Background: an optimization exercise with open tools, aiming at small area, a short achievable clock period and few clock cycles per item. Do not read the settings as production practice. Only simulation tests tie the RTL to the original design; equivalence was not proved. No activity file was given, so power comes from the tool's default toggle rates.

Setup of alpha:
// duty_gated_waveform_sample
module duty_gated_waveform_sample (
   input  logic                                   clock,
   input  logic                                   reset,
   input  logic                                   req_tvalid,
   output logic                                   req_tready,
   input  logic [dgws_pkg::REQ_DATA_BITS-1:0]     req_tdata,   
   output logic                                   rsp_tvalid,
   input  logic                                   rsp_tready,
   output logic [dgws_pkg::RSP_DATA_BITS-1:0]     rsp_tdata,   
   output logic                                   rsp_tuser,   
   input  logic                                   csr_we,
   input  logic [dgws_pkg::CSR_INDEX_BITS-1:0]    csr_index,
   input  logic [dgws_pkg::CSR_DATA_BITS-1:0]     csr_wdata
);
Size: roughly 620 flip-flops, about 67 I/O pins, roughly 40,000 um^2 of cells after synthesis.
clock: 7.0 ns
lec_check: 0
cap_margin: 20
core_margin: 2
core_utilization: 65
cts_buf_list: sky130_fd_sc_hd__clkbuf_8
setup_slack_margin: 3.7
slew_margin: 20
tns_end_percent: 20
run.sh (not shown) runs the stock make flow with config.mk's settings and CLKGATE_MAP_FILE= SYNTH_SCRIPT=/design/flow/synth_recipe.tcl, a recipe that flattens the netlist after the stock synthesis.
Per the final summary, alpha finished and its layout is clean on timing, DRC and antenna.
Testbench counts of alpha, summed over its fixed seeds: cycles 20,880, items 19,200.
> inputs changed (alpha -> beta)
Settings: swapping 3.7 for 3.9 in SETUP_SLACK_MARGIN; putting CTS_CLUSTER_SIZE at 40 where nothing was set.
==> comparison <==
Per the comparison of beta with alpha, critical path depth shrank by 2, clock-pin slew on the worst setup and hold paths grew by 0.02 ns, overall routed net length grew by 3.9%, hold slack shrank by 0.018 ns, fraction of layout instances using a drive strength above 1 grew by 3.8 points. The power consumed by sequential cells on alpha is in line with that on beta. The start point of the critical path comes out drem[154] in one run and req_tdata[0] in the other, namely in beta and alpha respectively. The last element of the critical path comes out drem[180] in one run and c0[1] in the other, namely in beta and alpha respectively. Diff alpha -> beta: detailed-router iteration count before antenna repair now larger, time the worst path needs with I/O delays and setup now smaller, number of clock buffers in the layout comparable, total design power now larger, combined flip-flop and latch cell area comparable. beta finished all stages; the layout is clean.
> inputs changed (beta -> gamma)
Settings: CTS_CLUSTER_SIZE: 40 -> unset; CORE_UTILIZATION: 65 -> 70.
### Flow results
[compare] base=beta new=gamma: maximum net fanout on the critical path has decreased; worst IR drop on VDD now sits higher; final design area excluding fillers saw an increase.
A cell type of the slowest stage on the worst timing path of sky130_fd_sc_hd__mux4_2 is what gamma shows, while sky130_fd_sc_hd__edfxtp_1 belongs to beta.
Edits applied to the flow inputs when going from gamma to delta:
Settings: changing CORE_UTILIZATION from 70 to 65.
==> comparison <==
Compared with gamma, in delta count of fill cells added during filler insertion climbed 29%; fmax climbed about 0.9%; cell count dropped 18; total via count after detailed routing dropped 2.5%. delta ended with more fraction of power consumed by the clock network than gamma. | worst hold slack | delta vs gamma | 0.020 ns lower |.

========
== build 52 ==
Starting RTL as in the previous note.
Settings: LEC_CHECK=0, CAP_MARGIN=20, CORE_MARGIN=2, CORE_UTILIZATION=60, CTS_BUF_LIST=sky130_fd_sc_hd__clkbuf_8, SETUP_SLACK_MARGIN=3.9, SLEW_MARGIN=20, TNS_END_PERCENT=20; clock period 7.0 ns.
Per the final summary, build 52 finished and its layout is clean on timing, DRC and antenna.
Testbench counts of build 52, summed over its fixed seeds: cycles 20,880, items 19,200.
Edits applied to the flow inputs when going from build 52 to build 25:
- swapping 3.9 for 3.85 in SETUP_SLACK_MARGIN
- swapping 60 for 65 in CORE_UTILIZATION
Findings:
The relative slew slack was comparable across build 52 and build 25. In build 25, the part of the total power dissipated in the clock network came out 0.7 points above the value in build 52. In the flow results for build 52 and build 25, the routed metal-1 wirelength is larger on build 52. Diff build 52 -> build 25 | design area | down slightly.
Here is what was changed in the inputs of build 82 compared with build 25.
- a change of SETUP_SLACK_MARGIN from 3.85 to 4.0
- a change of TNS_END_PERCENT from 20 to 10
Delta (build 82 minus build 25): core utilization went up 1.3 points, global-route usage +0.33 points, fraction of layout cells with a size suffix above 1 now larger. Diff build 25 -> build 82: met3 layer usage reported by global route saw an increase, met3 wire length saw a decrease. The fraction of power spent switching nets of build 82 and that of build 25 are within noise of each other. ~same final setup slack of the worst path in build 82 and build 25. Share of the clock period used by the worst path after layout: build 25 vs build 82, no meaningful difference.
Here is what was changed in the inputs of build 35 compared with build 82.
- TNS_END_PERCENT changed from 10 to 20
- SETUP_SLACK_MARGIN changed from 4.0 to 3.8
## What came out
Build 35 vs build 82: maximum fanout along the worst path up in build 35
Every run (build 82 and build 35) finished clean.
met3 usage in build 35 is 0.28 points below build 82.
Per the comparison of build 35 with build 82, multi-input logic area dropped 580 sq um; post-route total power went down by about 2.8%; met1 routing resource usage after global routing dropped 0.36 points.

========
## job 5944
duty_gated_waveform_sample, a different RTL version from the one above (not shown whole).
For scale: about 4000 cells after synthesis, ~620 flip-flops, ~67 I/O pins, about 41000 um2 of cells after synthesis.
make LEC_CHECK=0 CAP_MARGIN=20 CORE_MARGIN=2 CORE_UTILIZATION=65 CTS_BUF_LIST=sky130_fd_sc_hd__clkbuf_8 SETUP_SLACK_MARGIN=3.9 SLEW_MARGIN=20 TNS_END_PERCENT=20 finish   # period 7.0 ns
Testbench counts of job 5944, summed over its fixed seeds: cycles 20,832, items 19,200.
Here is what was changed in the inputs of job 3483 compared with job 5944.
- TNS_END_PERCENT removed (was 20)
## What came out
Compared job 5944 against job 3483; area of all sequential standard cells within noise.
On number of logic inverters in the finished layout, the lower figure sits with job 5944, not job 3483.
Fill cell instance count of the final layout sits lower in job 3483 than in job 5944.
Going from job 5944 to job 3483, the part of the power in combinational logic was found to have gone up by 1.2 points.
First-pass GRT wire length essentially unchanged between job 3483 and job 5944.
NOTE cell area job 5944->job 3483 increased slightly
Critical path buffer and inverter count in job 3483 vs job 5944: up 1
Going from job 5944 to job 3483, routed length on met1 grew by a few percent.

[static timing again, ports no longer ideal]
The flow's constraints put no driver on any port. The routed layouts listed below were extracted and timed again, unchanged, in two steps.
Step 1: set_driving_cell puts a clkbuf_16 on clock and a buf_2 on each other input, an assumption about the parent block.
Step 2, shift: input delay + t, output delay - t, t = (earliest + latest rising clock arrival at the registers) / 2. This alone moves slack from input paths to output paths.
Slacks: no drivers / after step 1 / after step 2; pairs: no drivers / after step 1.
| run | t (ns) | setup slack, ns | slew at the worst register clock pin (ns) |
|---|---|---|---|
| alpha | 0.752 | 3.581 / 3.608 / 2.872 | 0.08 / 0.08 |
| beta | 0.752 | 3.764 / 3.764 / 3.069 | 0.08 / 0.08 |
| gamma | 0.752 | 3.734 / 3.734 / 3.202 | 0.07 / 0.07 |
| delta | 0.752 | 3.764 / 3.764 / 3.069 | 0.08 / 0.08 |
| build 52 | 0.740 | 3.773 / 3.773 / 3.195 | 0.07 / 0.07 |
| build 25 | 0.754 | 3.759 / 3.759 / 3.062 | 0.09 / 0.09 |
| build 82 | 0.752 | 3.757 / 3.757 / 3.074 | 0.08 / 0.08 |
| build 35 | 0.752 | 3.737 / 3.737 / 3.069 | 0.09 / 0.09 |
| job 5944 | 0.781 | 3.756 / 3.756 / 3.111 | 0.07 / 0.07 |
| job 3483 | 0.766 | 3.764 / 3.764 / 3.144 | 0.07 / 0.07 |
After both steps setup and hold are still met in every run listed. The setup slack of alpha, which loses most, moves by +0.027 ns with the drivers and by -0.709 ns with both steps.
